Background: an optimization exercise with open tools, aiming at small area, a short achievable clock period and few clock cycles per item. Do not read the settings as production practice.
Only simulation tests tie the RTL to the original design; equivalence was not proved.

## taylor_cos
module taylor_cos
(
   input  logic         clock,
   input  logic         reset,
   input  logic         start,
   input  logic [W-1:0] angle_in,
   output logic         ready_out,
   output logic [W-1:0] cos_out
);
   logic [4:0]  step_q;     
   logic        ready_q;
   logic [24:0] a_q;        
   logic [24:0] b_q;        
   logic        x23_q;      
   logic        idle;
   logic        accept;
   logic [24:0] s_row;
   logic        e_bit;
   logic [24:0] mul_p;
   logic [3:0]  t;
   logic [24:0] acc4;
   assign idle   = ~|step_q;
   assign accept = idle & start;
   fxp_mul u_mul (
      .a_in (a_q[23:0]),
      .b_in (b_q),
      .s_in (s_row),
      .e_in (e_bit),
      .p_c  (mul_p)
   );
   always_comb begin
      s_row = {1'b0, {23{x23_q}} & b_q[22:0], 1'b0};
      if (step_q[1]) s_row = 25'h1ffd27d;    
      if (step_q[2]) s_row = 25'h0055555;    
      if (step_q[3]) s_row = 25'h1c00000;    
      if (step_q[4]) s_row = 25'h0800000;    
   end
   assign e_bit = step_q[0] & x23_q;
   logic [23:0] x;
   assign x = {x23_q, a_q[22:0]};
   always_comb begin
      t = 4'd0;
      if (x >= 24'd2897)     t = t + 4'd1;
      if (x >= 24'd5931643)  t = t + 4'd1;
      if (x >= 24'd8388609)  t = t + 4'd1;
      if (x >= 24'd10273906) t = t + 4'd1;
      if (x >= 24'd11863284) t = t + 4'd1;
      if (x >= 24'd13263555) t = t + 4'd1;
      if (x >= 24'd14529496) t = t + 4'd1;
      if (x >= 24'd15693649) t = t + 4'd1;
      acc4 = 25'd208 - {21'd0, t};
   end
   always_ff @(posedge clock or posedge reset) begin
      if (reset) begin
         step_q  <= 5'd0;
         ready_q <= 1'b0;
      end else begin
         step_q <= {step_q[3:0], accept};
         if (accept)         ready_q <= 1'b0;
         else if (step_q[4]) ready_q <= 1'b1;
      end
   end
   always_ff @(posedge clock) begin
      if (accept) begin
         a_q   <= {2'b0, angle_in[22:0]};
  ...
Size: about 52 I/O pins, ~18000 µm² of cells after synthesis.
==> flow/config.mk <==
export PLATFORM = sky130hd
export DESIGN_NAME = taylor_cos
export DESIGN_NICKNAME = taylor_cos
export VERILOG_FILES = /design/flow/design.v
export SDC_FILE = /design/flow/constraint.sdc
export NUM_CORES = 4
export LEC_CHECK = 0
export ABC_AREA = 1
export CAP_MARGIN = 20
export CORE_MARGIN = 2
export CORE_UTILIZATION = 40
export SLEW_MARGIN = 20
==> flow/constraint.sdc <==
create_clock -name core_clock -period 12.0 [get_ports {clock}]
set_input_delay 2.4000 -clock core_clock [delete_from_list [all_inputs] [get_ports {clock}]]
set_output_delay 2.4000 -clock core_clock [all_outputs]
set_load 0.01 [all_outputs]
standard.sh (not shown) runs the stock make flow with config.mk's settings and CLKGATE_MAP_FILE= SYNTH_SCRIPT=/design/flow/synth_recipe.tcl, a recipe that flattens the netlist after the stock synthesis.
==> flow/flow/run.sh <==
#!/bin/bash
set -euo pipefail
bash standard.sh SETUP_SLACK_MARGIN=5.5 finish > flow.log 2>&1
Testbench counts at the start, summed over its fixed seeds: cycles 3,072, items 512.
==> next run, changes <==
Settings changed: SYNTH_HIERARCHICAL from default to 1.
The new run produced a clean layout.
Routed wire length climbs by a few percent.
Clock skew barely changes.
Utilization falls by 1.7 points.
Worst setup slack degrades by 10 ps.
==> next run, changes <==
==> flow/run.sh (new file) <==
#!/bin/bash
# synth_recipe.tcl (not shown) runs the flow's synth.tcl, then flattens the netlist and writes it again
# the make line also repeats each setting of config.mk as NAME=value (left out here)
make -C /OpenROAD-flow-scripts/flow DESIGN_CONFIG=/design/flow/config.mk WORK_HOME=/design/flow/orfs CLKGATE_MAP_FILE= SYNTH_SCRIPT=/design/flow/synth_recipe.tcl finish
Settings changed: SETUP_SLACK_MARGIN from default to 5, SYNTH_HIERARCHICAL 1 to default.
removed: flow/flow/run.sh
removed: flow/standard.sh
Count of clock-buffer cells in the layout stays the same.
First-iteration DRC count went up by 1.8%.
Setup slack loses 530 ps.

---

taylor_cos, a different RTL version from the one above (not shown whole).
Size: roughly 2200 cells after synthesis, ~52 I/O pins, roughly 18000 um^2 of cells after synthesis.
==> flow/config.mk <==
export PLATFORM = sky130hd
export DESIGN_NAME = taylor_cos
export DESIGN_NICKNAME = taylor_cos
export VERILOG_FILES = /design/flow/design.v
export SDC_FILE = /design/flow/constraint.sdc
export NUM_CORES = 4
export LEC_CHECK = 0
export ABC_AREA = 1
export CAP_MARGIN = 20
export CORE_MARGIN = 2
export CORE_UTILIZATION = 40
export SETUP_SLACK_MARGIN = 5
export SLEW_MARGIN = 20
export SYNTH_HIERARCHICAL = 1
==> flow/constraint.sdc <==
create_clock -name core_clock -period 12.0 [get_ports {clock}]
set_input_delay 2.4000 -clock core_clock [delete_from_list [all_inputs] [get_ports {clock}]]
set_output_delay 2.4000 -clock core_clock [all_outputs]
set_load 0.01 [all_outputs]
run.sh (not shown) runs the stock make flow with config.mk's settings and CLKGATE_MAP_FILE= SYNTH_SCRIPT=/design/flow/synth_recipe.tcl, a recipe that flattens the netlist after the stock synthesis.
Stock flow here: none of the scripts above is used.
Testbench counts at the start, summed over its fixed seeds: cycles 3,072, items 512.
==> next run, changes <==
==> flow/flow/run.sh (new file) <==
#!/bin/bash
set -euo pipefail
bash standard.sh SETUP_SLACK_MARGIN=5.5 "BUFFER_PORTS_ARGS=-buffer_cell sky130_fd_sc_hd__buf_1" finish > flow.log 2>&1
==> flow/standard.sh (new file) <==
#!/bin/bash
# synth_recipe.tcl (not shown) runs the flow's synth.tcl, then flattens the netlist and writes it again
# the make line also repeats each setting of config.mk as NAME=value (left out here)
make -C /OpenROAD-flow-scripts/flow DESIGN_CONFIG=/design/flow/config.mk WORK_HOME=/design/flow/orfs CLKGATE_MAP_FILE= SYNTH_SCRIPT=/design/flow/synth_recipe.tcl "${@:-finish}"
--- a/flow/config.mk
+++ b/flow/config.mk
@@ -12 +11,0 @@
-export SETUP_SLACK_MARGIN = 5
removed: flow/run.sh
- The changed run completed with no timing, DRC or antenna violations
- utilization rises by 0.32 points
- wire length is lower by 1.3%
- via count rose by 1.5%
- first-iteration DRC count goes up by 2.6%
- global-route usage shrinks by 0.75 points
==> next run, changes <==
==> flow/flow/run.sh (replaced) <==
#!/bin/bash
set -euo pipefail
bash standard.sh SETUP_SLACK_MARGIN=5.65 "BUFFER_PORTS_ARGS=-buffer_cell sky130_fd_sc_hd__buf_1" finish > flow.log 2>&1
The new run went through all stages and came out clean.
Critical path depth increases by 5.
Design area rose by a few percent.
Clock skew barely changes.
Non-clock buffer count came out higher by 15.
Worst setup slack gains 0.065 ns.
==> next run, changes <==
==> flow/flow/run.sh (replaced) <==
#!/bin/bash
set -euo pipefail
bash standard.sh SETUP_SLACK_MARGIN=5.5 "BUFFER_PORTS_ARGS=-buffer_cell sky130_fd_sc_hd__buf_1" finish > flow.log 2>&1
--- a/flow/config.mk
+++ b/flow/config.mk
@@ -11,0 +12 @@
+export PLACE_DENSITY = 0.7
Outcome: Cell count shrinks slightly. Count of clock-buffer cells in the layout does not change. Routed wire length goes down by a few percent. Register-to-register slack is worse by 0.22 ns.

separate check: timing with driven ports:
No port has a modelled driver above. Below, the same layouts with a new extraction and two added sets of constraints.
Step 1 assumes that a clkbuf_16 drives the clock port and a buf_2 every other input.
Step 2 moves the port delays by t, midway between the first and last clock arrival at a register: inputs arrive t later, outputs are due t later. That takes back most of the time a late clock gives input paths.
Slacks: no drivers / after step 1 / after step 2; pairs: no drivers / after step 1.
run | t, ns | setup WS [ns] | worst setup path at the end | worst register clock-pin slew, ns
the first run of note 1 | 0.379 | 5.638 / 5.638 / 5.638 | register to register | 0.06 / 0.06
the second run of note 1 | 0.364 | 5.628 / 5.628 / 5.628 | register to register | 0.06 / 0.06
the third run of note 1 | 0.357 | 5.102 / 5.102 / 5.102 | register to register | 0.06 / 0.06
the first run of note 2 | 0.365 | 5.234 / 5.234 / 5.234 | register to register | 0.08 / 0.08
the second run of note 2 | 0.363 | 5.726 / 5.726 / 5.726 | register to register | 0.08 / 0.08
the third run of note 2 | 0.364 | 5.791 / 5.791 / 5.791 | register to register | 0.08 / 0.08
the fourth run of note 2 | 0.360 | 5.572 / 5.572 / 5.572 | register to register | 0.08 / 0.08
After both steps every run listed still meets setup and hold.
